Source: an optimization exercise on an open RTL-to-GDS flow (aim: small area and a short achievable clock period). Production flows keep margins and buffers that such runs may drop. At most, simulation tests tie the RTL to the original design; equivalence was not proved. The flow treats the clock pin as an ideal source, which a real chip does not have.

==> job 3817: inputs <==
==> flow/design.v <==
`default_nettype none
module sum_sq_diff (
    input  wire  [31:0] pix,    
    output logic [7:0]  av,     
    output logic [7:0]  ah,     
    output logic        neg     
);
    wire [7:0] top   = pix[31:24];
    wire [7:0] bot   = pix[23:16];
    wire [7:0] left  = pix[15:8];
    wire [7:0] right = pix[7:0];
    logic [8:0] dv, dh;
    always_comb begin
        dv  = {1'b0, bot} - {1'b0, top};
        dh  = {1'b0, right} - {1'b0, left};
        av  = dv[8] ? -dv[7:0] : dv[7:0];
        ah  = dh[8] ? -dh[7:0] : dh[7:0];
        neg = dv[8] ^ dh[8];
    end
endmodule
`default_nettype wire
`default_nettype none
module isqrt_step #(
    parameter int K = 0,
    parameter bit RIPPLE = 1'b0
) (
    input  wire  [12:0] root_i,
    input  wire  [13:0] rem_i,
    input  wire  [1:0]  pair,
    output logic [12:0] root_o,
    output logic [13:0] rem_o
);
    localparam int W = K + 3;   
    logic [15:0] cand;
    logic [15:0] trial;
    logic [16:0] diff;
    logic [16:0] c;       
    logic        ge;
    always_comb begin
        cand  = {rem_i, pair};
        trial = {1'b0, root_i, 2'b01};
        c     = '0;
        diff  = '0;
        if (RIPPLE) begin
            c[0] = 1'b1;
            for (int i = 0; i < W; i++) begin
                diff[i] = cand[i] ^ ~trial[i] ^ c[i];
                c[i+1]  = (cand[i] & ~trial[i]) | (c[i] & (cand[i] ^ ~trial[i]));
            end
            ge = c[W];
        end else begin
            diff = {1'b0, cand} - {1'b0, trial};
            ge   = !diff[16];
        end
        if (ge) begin
            root_o = {root_i[11:0], 1'b1};
            rem_o  = diff[13:0];
        end else begin
            root_o = {root_i[11:0], 1'b0};
            rem_o  = cand[13:0];
        end
        rem_o = rem_o & ((14'd1 << (K + 2)) - 14'd1);
    end
endmodule
`default_nettype wire
`default_nettype none
module tan_div_step (
    input  wire  [7:0] rem_i,
    input  wire        bit_i,
    input  wire  [7:0] den,
    output logic       q,
    output logic [7:0] rem_o
);
    logic [8:0] x;
    logic [8:0] d;
    logic [9:0] c;    
    always_comb begin
        x    = {rem_i, bit_i};
        c[0] = 1'b1;
        for (int i = 0; i < 9; i++) begin
            d[i]   = x[i] ^ (i < 8 ? ~den[i] : 1'b1) ^ c[i];
            c[i+1] = (x[i] & (i < 8 ? ~den[i] : 1'b1)) | (c[i] & (x[i] ^ (i < 8 ? ~den[i] : 1'b1)));
        end
        q     = c[9];
        rem_o = c[9] ? d[7:0] : x[7:0];
    end
endmodule
`default_nettype wire
`default_nettype none
module mag_cal (
    input  wire         clk,
    input  wire         rst,
    input  wire         in_valid,
    input  wire  [31:0] pix,
    output logic        res_valid,
    output logic [32:0] res         
);
    localparam int SQ_SEG   = 12;   
    localparam int DINIT_SEG = 9;   
    localparam logic [16*5-1:0] DIV_END = {5'd19, 5'd17, 5'd14, 5'd11, 5'd8, 5'd5, 5'd2,
                                           5'd0, 5'd0, 5'd0, 5'd0, 5'd0, 5'd0, 5'd0, 5'd0, 5'd0};
    localparam logic [16*4-1:0] SQ_END  = {4'd13, 4'd11, 4'd8, 4'd4,
                                           4'd0, 4'd0, 4'd0, 4'd0, 4'd0, 4'd0, 4'd0, 4'd0, 4'd0, 4'd0, 4'd0, 4'd0};
    localparam logic [12:0] RIPPLE_SQ = 13'b0_0110_0111_1111;
    logic [15:0]        valid_sr;
    logic [31:0]        pix_q;
    logic [15:1][7:0]   a_q, b_q;
    logic [15:1]        neg_q, sat_q;
    logic [15:1][7:0]   r_q;
    logic [15:1][18:0]  q_q;
    logic [15:1][25:0]  rad_q;
    logic [15:1][13:0]  rem_q;
    logic [15:1][12:0]  root_q;
    logic [7:0]  dr  [0:18];
    logic        dq  [0:18];
    logic [12:0] sro [0:12];
    logic [13:0] sre [0:12];
    always_ff @(posedge clk) begin
        if (!rst) valid_sr <= '0;
        else      valid_sr <= {valid_sr[14:0], in_valid};
    end
    assign res_valid = valid_sr[15];
    always_ff @(posedge clk) pix_q <= pix;
    logic [7:0] av0, ah0;
    logic       neg0;
    sum_sq_diff u_diff (.pix(pix_q), .av(av0), .ah(ah0), .neg(neg0));
    always_ff @(posedge clk) begin
        a_q[1]    <= av0;
        b_q[1]    <= ah0;
        neg_q[1]  <= neg0;
        sat_q[1]  <= 1'b0;
        r_q[1]    <= '0;
        q_q[1]    <= '0;
        rad_q[1]  <= '0;
        rem_q[1]  <= '0;
        root_q[1] <= '0;
    end
    for (genvar j = 1; j < 16; j++) begin : g_seg
        localparam int D0 = DIV_END[5*(j-1) +: 5];
        localparam int D1 = DIV_END[5*j +: 5];
        localparam int S0 = SQ_END[4*(j-1) +: 4];
        localparam int S1 = SQ_END[4*j +: 4];
        logic [7:0]  a, b, beff, r0;
        logic        sat;
        logic [25:0] rad;
        logic [18:0] q_in, q_out;
        logic [7:0]  r_out;
        logic [12:0] root_out;
        logic [13:0] rem_out;
        assign a = a_q[j];
        assign b = b_q[j];
        assign beff = {b[7:1], b[0] | ~|b};
        if (j == SQ_SEG) begin : g_sq
            logic [16:0] s;
            always_comb begin
                s = '0;
                for (int i = 0; i < 8; i++) begin
                    s = s + ((a[i] ? ({9'd0, a} >> (i + 1) << 2 | 17'd1) : 17'd0) << (2 * i));
                    s = s + ((b[i] ? ({9'd0, b} >> (i + 1) << 2 | 17'd1) : 17'd0) << (2 * i));
                end
            end
            assign rad = {1'b0, s, 8'd0};
        end else begin : g_nsq
            assign rad = rad_q[j];
        end
        if (j == DINIT_SEG) begin : g_dinit
            assign sat  = ({3'd0, a[7:3]} >= b) && (a != 8'd0);
            assign r0   = {3'd0, a[7:3]};
            assign q_in = '0;
        end else begin : g_ndinit
            assign sat  = sat_q[j];
            assign r0   = r_q[j];
            assign q_in = q_q[j];
        end
        for (genvar k = D0; k < D1; k++) begin : g_div
            logic [7:0] rin;
            logic [18:0] aext;
            assign aext = {a[2:0], 16'd0};
            if (k == D0) begin : g_f
                assign rin = r0;
            end else begin : g_n
                assign rin = dr[k-1];
            end
            tan_div_step u_step (
                .rem_i (rin),
                .bit_i (aext[18-k]),
                .den   (beff),
                .q     (dq[k]),
                .rem_o (dr[k])
            );
        end
        for (genvar k = S0; k < S1; k++) begin : g_sqrt
            logic [12:0] root_in;
            logic [13:0] rem_in;
            if (k == S0) begin : g_f
                assign root_in = root_q[j];
                assign rem_in  = rem_q[j];
            end else begin : g_n
                assign root_in = sro[k-1];
                assign rem_in  = sre[k-1];
            end
            isqrt_step #(.K(k), .RIPPLE(RIPPLE_SQ[k])) u_step (
                .root_i (root_in),
                .rem_i  (rem_in),
                .pair   (rad[25-2*k -: 2]),
                .root_o (sro[k]),
                .rem_o  (sre[k])
            );
        end
        always_comb begin
            q_out = q_in;
            for (int k = D0; k < D1; k++) q_out[18-k] = dq[k];
        end
        if (D1 > D0) begin : g_dr
            assign r_out = dr[D1-1];
        end else begin : g_ndr
            assign r_out = r0;
        end
        if (S1 > S0) begin : g_sr
            assign root_out = sro[S1-1];
            assign rem_out  = sre[S1-1];
        end else begin : g_nsr
            assign root_out = root_q[j];
            assign rem_out  = rem_q[j];
        end
        if (j < 15) begin : g_reg
            always_ff @(posedge clk) begin
                a_q[j+1]    <= a;
                b_q[j+1]    <= b;
                neg_q[j+1]  <= neg_q[j];
                sat_q[j+1]  <= sat;
                r_q[j+1]    <= r_out;
                q_q[j+1]    <= q_out;
                rad_q[j+1]  <= rad;
                rem_q[j+1]  <= rem_out;
                root_q[j+1] <= root_out;
            end
        end else begin : g_out
            logic [19:0] tan;
            always_comb begin
                if (sat)              tan = neg_q[j] ? 20'h80000 : 20'h7ffff;
                else if (neg_q[j])    tan = -{1'b0, q_out};
                else                  tan = {1'b0, q_out};
            end
            assign res = {root_out, tan};
        end
    end
endmodule
`default_nettype wire
`default_nettype none
module result_fifo (
    input  wire         clk,
    input  wire         rst,
    input  wire         push,
    input  wire  [32:0] din,
    input  wire         pop,
    input  wire         clear_ovf,
    output logic [32:0] head,
    output logic [4:0]  level,      
    output logic        overflow,   
    output logic        kept,
    output logic        dropped
);
    localparam int fifo_depth = 16;
    logic [32:0] mem [0:fifo_depth-1];
    logic [3:0]  wr_ptr;
    logic [3:0]  rd_ptr;
    logic        full;
    logic        do_push;
    logic        do_pop;
    assign full    = (level == 5'd16);
    assign do_push = push && !full;      
    assign do_pop  = pop && (level != '0);
    always_comb begin
        head = '0;
        for (int i = 0; i < fifo_depth; i++) head = head | (mem[i] & {33{rd_ptr == 4'(i)}});
    end
    always_ff @(posedge clk) begin
        if (do_push) begin
            mem[wr_ptr] <= din;
        end
    end
    always_ff @(posedge clk) begin
        if (!rst) begin
            wr_ptr   <= '0;
            rd_ptr   <= '0;
            level    <= '0;
            overflow <= 1'b0;
            kept     <= 1'b0;
            dropped  <= 1'b0;
        end else begin
            if (do_push) wr_ptr <= wr_ptr + 1'b1;   
            if (do_pop) rd_ptr <= rd_ptr + 1'b1;
            level   <= level + {4'd0, do_push} - {4'd0, do_pop};
            kept    <= do_push;
            dropped <= push && full;
            if (push && full) begin
                overflow <= 1'b1;
            end else if (clear_ovf) begin
                overflow <= 1'b0;
            end
        end
    end
endmodule
`default_nettype wire
`default_nettype none
module event_counter (
    input  wire         clk,
    input  wire         rst,
    input  wire         kept,
    input  wire         dropped,
    input  wire         clear,
    output logic [15:0] kept_cnt,
    output logic [15:0] dropped_cnt
);
    always_ff @(posedge clk) begin
        if (!rst || clear) begin
            kept_cnt    <= '0;
            dropped_cnt <= '0;
        end else begin
            if (kept && kept_cnt != '1) kept_cnt <= kept_cnt + 1'b1;   
            if (dropped && dropped_cnt != '1) dropped_cnt <= dropped_cnt + 1'b1;
        end
    end
endmodule
`default_nettype wire
`default_nettype none
module wb_regs_ctrl (
    input  wire         clk,
    input  wire         rst,
    input  wire         cyc,
    input  wire         stb,
    input  wire         we,
    input  wire  [1:0]  adr,
    input  wire  [31:0] dat_i,
    output logic [31:0] dat_o,
    output logic        ack,
    input  wire  [32:0] head,         
    input  wire  [4:0]  level,
    input  wire         overflow,
    input  wire  [15:0] kept_cnt,
    input  wire  [15:0] dropped_cnt,
    output logic        pop,
    output logic        clear
);
    localparam logic [1:0] reg_status = 2'd0;
    localparam logic [1:0] reg_mag    = 2'd1;
    localparam logic [1:0] reg_tan    = 2'd2;
    localparam logic [1:0] reg_counts = 2'd3;
    logic        empty;
    logic [31:0] rd_data;
    assign empty = (level == '0);
    always_comb begin
        case (adr)
            reg_status: rd_data = {23'd0, overflow, 3'd0, level};
            reg_mag:    rd_data = empty ? '0 : {19'd0, head[32:20]};
            reg_tan:    rd_data = empty ? '0 : {{12{head[19]}}, head[19:0]};
            default:    rd_data = {dropped_cnt, kept_cnt};
        endcase
    end
    always_ff @(posedge clk) begin
        if (!rst) begin
            ack   <= 1'b0;
            pop   <= 1'b0;
            clear <= 1'b0;
        end else begin
            ack   <= !ack && cyc && stb;
            pop   <= !ack && cyc && stb && !we && (adr == reg_tan) && !empty;
            clear <= !ack && cyc && stb && we && (adr == reg_status);
        end
    end
    always_ff @(posedge clk) begin
        dat_o <= we ? dat_i : rd_data;
    end
endmodule
`default_nettype wire
`default_nettype none
module grad_top (
    input  wire         clk,
    input  wire         rst,        
    input  wire         in_valid,
    input  wire  [31:0] in_pix,     
    input  wire         cyc,
    input  wire         stb,
    input  wire         we,
    input  wire  [1:0]  adr,
    input  wire  [31:0] dat_i,
    output logic [31:0] dat_o,
    output logic        ack
);
    logic        res_valid;
    logic [32:0] res;
    logic [32:0] head;
    logic [4:0]  level;
    logic        overflow;
    logic        kept;
    logic        dropped;
    logic [15:0] kept_cnt;
    logic [15:0] dropped_cnt;
    logic        pop;
    logic        clear;
    mag_cal u_mag_cal (
        .clk       (clk),
        .rst       (rst),
        .in_valid  (in_valid),
        .pix       (in_pix),
        .res_valid (res_valid),
        .res       (res)
    );
    result_fifo u_result_fifo (
        .clk       (clk),
        .rst       (rst),
        .push      (res_valid),
        .din       (res),
        .pop       (pop),
        .clear_ovf (clear),
        .head      (head),
        .level     (level),
        .overflow  (overflow),
        .kept      (kept),
        .dropped   (dropped)
    );
    event_counter u_event_counter (
        .clk         (clk),
        .rst         (rst),
        .kept        (kept),
        .dropped     (dropped),
        .clear       (clear),
        .kept_cnt    (kept_cnt),
        .dropped_cnt (dropped_cnt)
    );
    wb_regs_ctrl u_wb_regs_ctrl (
        .clk         (clk),
        .rst         (rst),
        .cyc         (cyc),
        .stb         (stb),
        .we          (we),
        .adr         (adr),
        .dat_i       (dat_i),
        .dat_o       (dat_o),
        .ack         (ack),
        .head        (head),
        .level       (level),
        .overflow    (overflow),
        .kept_cnt    (kept_cnt),
        .dropped_cnt (dropped_cnt),
        .pop         (pop),
        .clear       (clear)
    );
endmodule
`default_nettype wire
==> flow/flow/run.sh <==
#!/bin/bash
# Own layout flow: the standard ORFS flow (standard.sh), step by step,
# with three changes to how the layout is made, none to what is measured:
#  - the I/O port buffers are given as a fixed cell (PORT_BUF) instead of
#    ORFS's default pick (a slow delay buffer),
#  - timing repair aims at a setup margin (MARGIN ns) so that the achieved
#    period, not only the 55 ns constraint, is optimised,
#  - optional extra clock_tree_synthesis arguments (CTS_EXTRA).
# The synthesis is the standard one, unchanged. Each step's full output goes
# to a log file of its own in this folder.
set -uo pipefail
cd "$(dirname "$0")/.."
MARGIN=43
PORT_BUF=sky130_fd_sc_hd__buf_4
CTS_EXTRA=""
[ -f flow/settings.sh ] && source flow/settings.sh
export BUFFER_PORTS_ARGS="-buffer_cell $PORT_BUF"
export SETUP_SLACK_MARGIN=$MARGIN
if [ -n "$CTS_EXTRA" ]; then
  export CTS_ARGS="-sink_clustering_enable -repair_clock_nets $CTS_EXTRA"
fi
for step in synth floorplan place cts route finish; do
  bash standard.sh $step > flow_$step.log 2>&1 || { tail -50 flow_$step.log; exit 1; }
done
ls -la out/
==> flow/flow/settings.sh <==
MARGIN=43
PORT_BUF=sky130_fd_sc_hd__buf_2
CTS_EXTRA="-sink_clustering_size 30 -sink_clustering_max_diameter 200 -dont_use_dummy_load"
==> flow/standard.sh <==
#!/bin/bash
# synth_recipe.tcl (not shown) runs the flow's synth.tcl, then flattens the netlist and writes it again
# the make line also repeats each setting of config.mk as NAME=value (left out here)
make -C /OpenROAD-flow-scripts/flow DESIGN_CONFIG=/design/flow/config.mk WORK_HOME=/design/flow/orfs CLKGATE_MAP_FILE= SYNTH_SCRIPT=/design/flow/synth_recipe.tcl "${@:-finish}"
==> flow/config.mk <==
export PLATFORM = sky130hd
export DESIGN_NAME = grad_top
export DESIGN_NICKNAME = grad_top
export VERILOG_FILES = /design/flow/design.v
export SDC_FILE = /design/flow/constraint.sdc
export NUM_CORES = 4
export LEC_CHECK = 0
export CAP_MARGIN = 20
export CORE_MARGIN = 2
export CORE_UTILIZATION = 85
export CTS_CLUSTER_DIAMETER = 200
export CTS_CLUSTER_SIZE = 30
export SLEW_MARGIN = 20
==> flow/constraint.sdc <==
create_clock -name core_clock -period 55.0 [get_ports {clk}]
set_input_delay 11.0000 -clock core_clock [delete_from_list [all_inputs] [get_ports {clk}]]
set_output_delay 11.0000 -clock core_clock [all_outputs]
set_load 0.01 [all_outputs]
==> inputs of job 6608, as changes to job 3817 <==
--- a/flow/design.v
+++ b/flow/design.v
@@ -23,4 +23,3 @@
 module isqrt_step #(
-    parameter int K = 0,
-    parameter bit RIPPLE = 1'b0
+    parameter int K = 0
 ) (
@@ -32,3 +31,2 @@
 );
-    localparam int W = K + 3;   
     logic [15:0] cand;
@@ -36,4 +34,2 @@
     logic [16:0] diff;
-    logic [16:0] c;       
-    logic        ge;
     always_comb begin
@@ -41,16 +37,4 @@
         trial = {1'b0, root_i, 2'b01};
-        c     = '0;
-        diff  = '0;
-        if (RIPPLE) begin
-            c[0] = 1'b1;
-            for (int i = 0; i < W; i++) begin
-                diff[i] = cand[i] ^ ~trial[i] ^ c[i];
-                c[i+1]  = (cand[i] & ~trial[i]) | (c[i] & (cand[i] ^ ~trial[i]));
-            end
-            ge = c[W];
-        end else begin
-            diff = {1'b0, cand} - {1'b0, trial};
-            ge   = !diff[16];
-        end
-        if (ge) begin
+        diff  = {1'b0, cand} - {1'b0, trial};
+        if (!diff[16]) begin
             root_o = {root_i[11:0], 1'b1};
@@ -73,14 +57,7 @@
 );
-    logic [8:0] x;
-    logic [8:0] d;
-    logic [9:0] c;    
+    logic [9:0] diff;
     always_comb begin
-        x    = {rem_i, bit_i};
-        c[0] = 1'b1;
-        for (int i = 0; i < 9; i++) begin
-            d[i]   = x[i] ^ (i < 8 ? ~den[i] : 1'b1) ^ c[i];
-            c[i+1] = (x[i] & (i < 8 ? ~den[i] : 1'b1)) | (c[i] & (x[i] ^ (i < 8 ? ~den[i] : 1'b1)));
-        end
-        q     = c[9];
-        rem_o = c[9] ? d[7:0] : x[7:0];
+        diff  = {1'b0, rem_i, bit_i} - {2'b0, den};
+        q     = !diff[9];
+        rem_o = diff[9] ? {rem_i[6:0], bit_i} : diff[7:0];
     end
@@ -98,8 +75,7 @@
     localparam int SQ_SEG   = 12;   
-    localparam int DINIT_SEG = 9;   
-    localparam logic [16*5-1:0] DIV_END = {5'd19, 5'd17, 5'd14, 5'd11, 5'd8, 5'd5, 5'd2,
-                                           5'd0, 5'd0, 5'd0, 5'd0, 5'd0, 5'd0, 5'd0, 5'd0, 5'd0};
+    localparam int DINIT_SEG = 11;  
+    localparam logic [16*5-1:0] DIV_END = {5'd19, 5'd16, 5'd12, 5'd8, 5'd4,
+                                           5'd0, 5'd0, 5'd0, 5'd0, 5'd0, 5'd0, 5'd0, 5'd0, 5'd0, 5'd0, 5'd0};
     localparam logic [16*4-1:0] SQ_END  = {4'd13, 4'd11, 4'd8, 4'd4,
                                            4'd0, 4'd0, 4'd0, 4'd0, 4'd0, 4'd0, 4'd0, 4'd0, 4'd0, 4'd0, 4'd0, 4'd0};
-    localparam logic [12:0] RIPPLE_SQ = 13'b0_0110_0111_1111;
     logic [15:0]        valid_sr;
@@ -201,3 +177,3 @@
             end
-            isqrt_step #(.K(k), .RIPPLE(RIPPLE_SQ[k])) u_step (
+            isqrt_step #(.K(k)) u_step (
                 .root_i (root_in),
@@ -273,6 +249,3 @@
     assign do_pop  = pop && (level != '0);
-    always_comb begin
-        head = '0;
-        for (int i = 0; i < fifo_depth; i++) head = head | (mem[i] & {33{rd_ptr == 4'(i)}});
-    end
+    assign head    = mem[rd_ptr];
     always_ff @(posedge clk) begin
==> flow/flow/run.sh (replaced) <==
#!/bin/bash
# Own layout flow: the standard ORFS flow, step by step, with
#  - the I/O port buffers as buf_4 cells instead of ORFS's default pick,
#  - no dummy loads in the clock tree.
# Each step's full output goes to a log file of its own in this folder.
set -uo pipefail
cd "$(dirname "$0")/.."
MARGIN=${MARGIN:-$(cat flow/margin.txt 2>/dev/null || echo 0)}
export BUFFER_PORTS_ARGS="-buffer_cell sky130_fd_sc_hd__buf_4"
export SETUP_SLACK_MARGIN=$MARGIN
bash standard.sh synth > flow_synth.log 2>&1 || { tail -50 flow_synth.log; exit 1; }
bash standard.sh floorplan > flow_floorplan.log 2>&1 || { tail -50 flow_floorplan.log; exit 1; }
bash standard.sh place > flow_place.log 2>&1 || { tail -50 flow_place.log; exit 1; }
bash standard.sh cts > flow_cts.log 2>&1 || { tail -50 flow_cts.log; exit 1; }
bash standard.sh route > flow_route.log 2>&1 || { tail -50 flow_route.log; exit 1; }
bash standard.sh finish > flow_finish.log 2>&1 || { tail -50 flow_finish.log; exit 1; }
ls -la out/
==> flow/flow/margin.txt (new file) <==
42
- CORE_UTILIZATION: 85 -> 70
- CTS_CLUSTER_DIAMETER: 200 -> not set
- CTS_CLUSTER_SIZE: 30 -> not set
removed: flow/flow/settings.sh
==> comparison table <==
|  | job 6608 | job 3817 |
|---|---|---|
| Synth Area in Adders | 0.1043 | 0.1293 |
| Non-clock buffer count | 137 | 143 |
| Number of instances resized during post-cts repair | 0 | 30 |
| Transition time at the pin with the least slew margin | 1.162 ns | 1.276 ns |
| Worst flop-to-flop path startpoint | u_mag_cal.b_q[86] | u_mag_cal.b_q[77] |
| Number of global-route vias before repair | 31,041 | 30,882 |
| Fraction of post-synthesis cell area in the top cell type by area | 0.3385 | 0.3550 |
| Mean instance size in the synthesized netlist | 12.87 um2 | 12.95 um2 |
| Number of inverters outside the clock class in the layout | 287 | 240 |
| Area of the multi-input gates | 19,680 um2 | 17,030 um2 |
| Depth of the worst register-to-register path | 49 | 36 |
| Max Clk Rate | 82.55 MHz | 82.56 MHz |
| Number of optimization iterations in the first detailed-route pass | 12 | 13 |
| Seq/Total Area, Yosys | 0.5530 | 0.5935 |
| Max-slew headroom at the worst pin | 0.2256 | 0.1480 |
| Initial standard-cell utilization of the core | 0.7100 | 0.8550 |
| Detailed Route Iter0 Violations | 2,718 | 4,762 |
| Post-synthesis compound-gate area fraction | 0.09354 | 0.1112 |
| Drt via density | 6.326 | 7.372 |
| R2R setup slack | 43.46 ns | 43.28 ns |
| Number of storage elements in the synthesis netlist | 1,030 | 1,060 |
| Worst setup slack after layout | 42.89 ns | 42.89 ns |
| Run status | no timing/DRC/antenna violations | no timing/DRC/antenna violations |
| Total half-perimeter wirelength after legalization and detailed placement | 67,100 um | 73,750 um |
| Gate count after technology mapping | 3,639 | 3,449 |
Only the layout flow was run in job 3817; the RTL was not checked for function there.

-- re-timing with driven ports --
The results above use ideal ports. As a check the final layouts listed here were re-extracted and re-timed, cells and wires unchanged. Step 1 (the two cells are an assumption about what drives the block):
set clk [get_ports {clk}]
set_driving_cell -lib_cell sky130_fd_sc_hd__clkbuf_16 $clk
set_driving_cell -lib_cell sky130_fd_sc_hd__buf_2 [delete_from_list [all_inputs] $clk]
Step 2 adds t to the input delays and takes it off the output delays; t is the mean of the earliest and latest rising clock arrival at the registers after step 1. Input paths then give back, and output paths get back, about the clock's delay inside the block. Slacks: no drivers / after step 1 / after step 2; pairs: no drivers / after step 1.
| run | shift t [ns] | setup slack, ns | cell pins on the clock port's net |
|---|---|---|---|
| job 3817 | 0.665 | 42.887 / 42.828 / 42.361 | 1 |
| job 6608 | 0.722 | 42.885 / 42.820 / 42.333 | 1 |
After both steps setup and hold are still met in every run listed. For job 6608, which loses most, drivers alone change the setup slack by -0.065 ns; drivers and shift together by -0.552 ns.
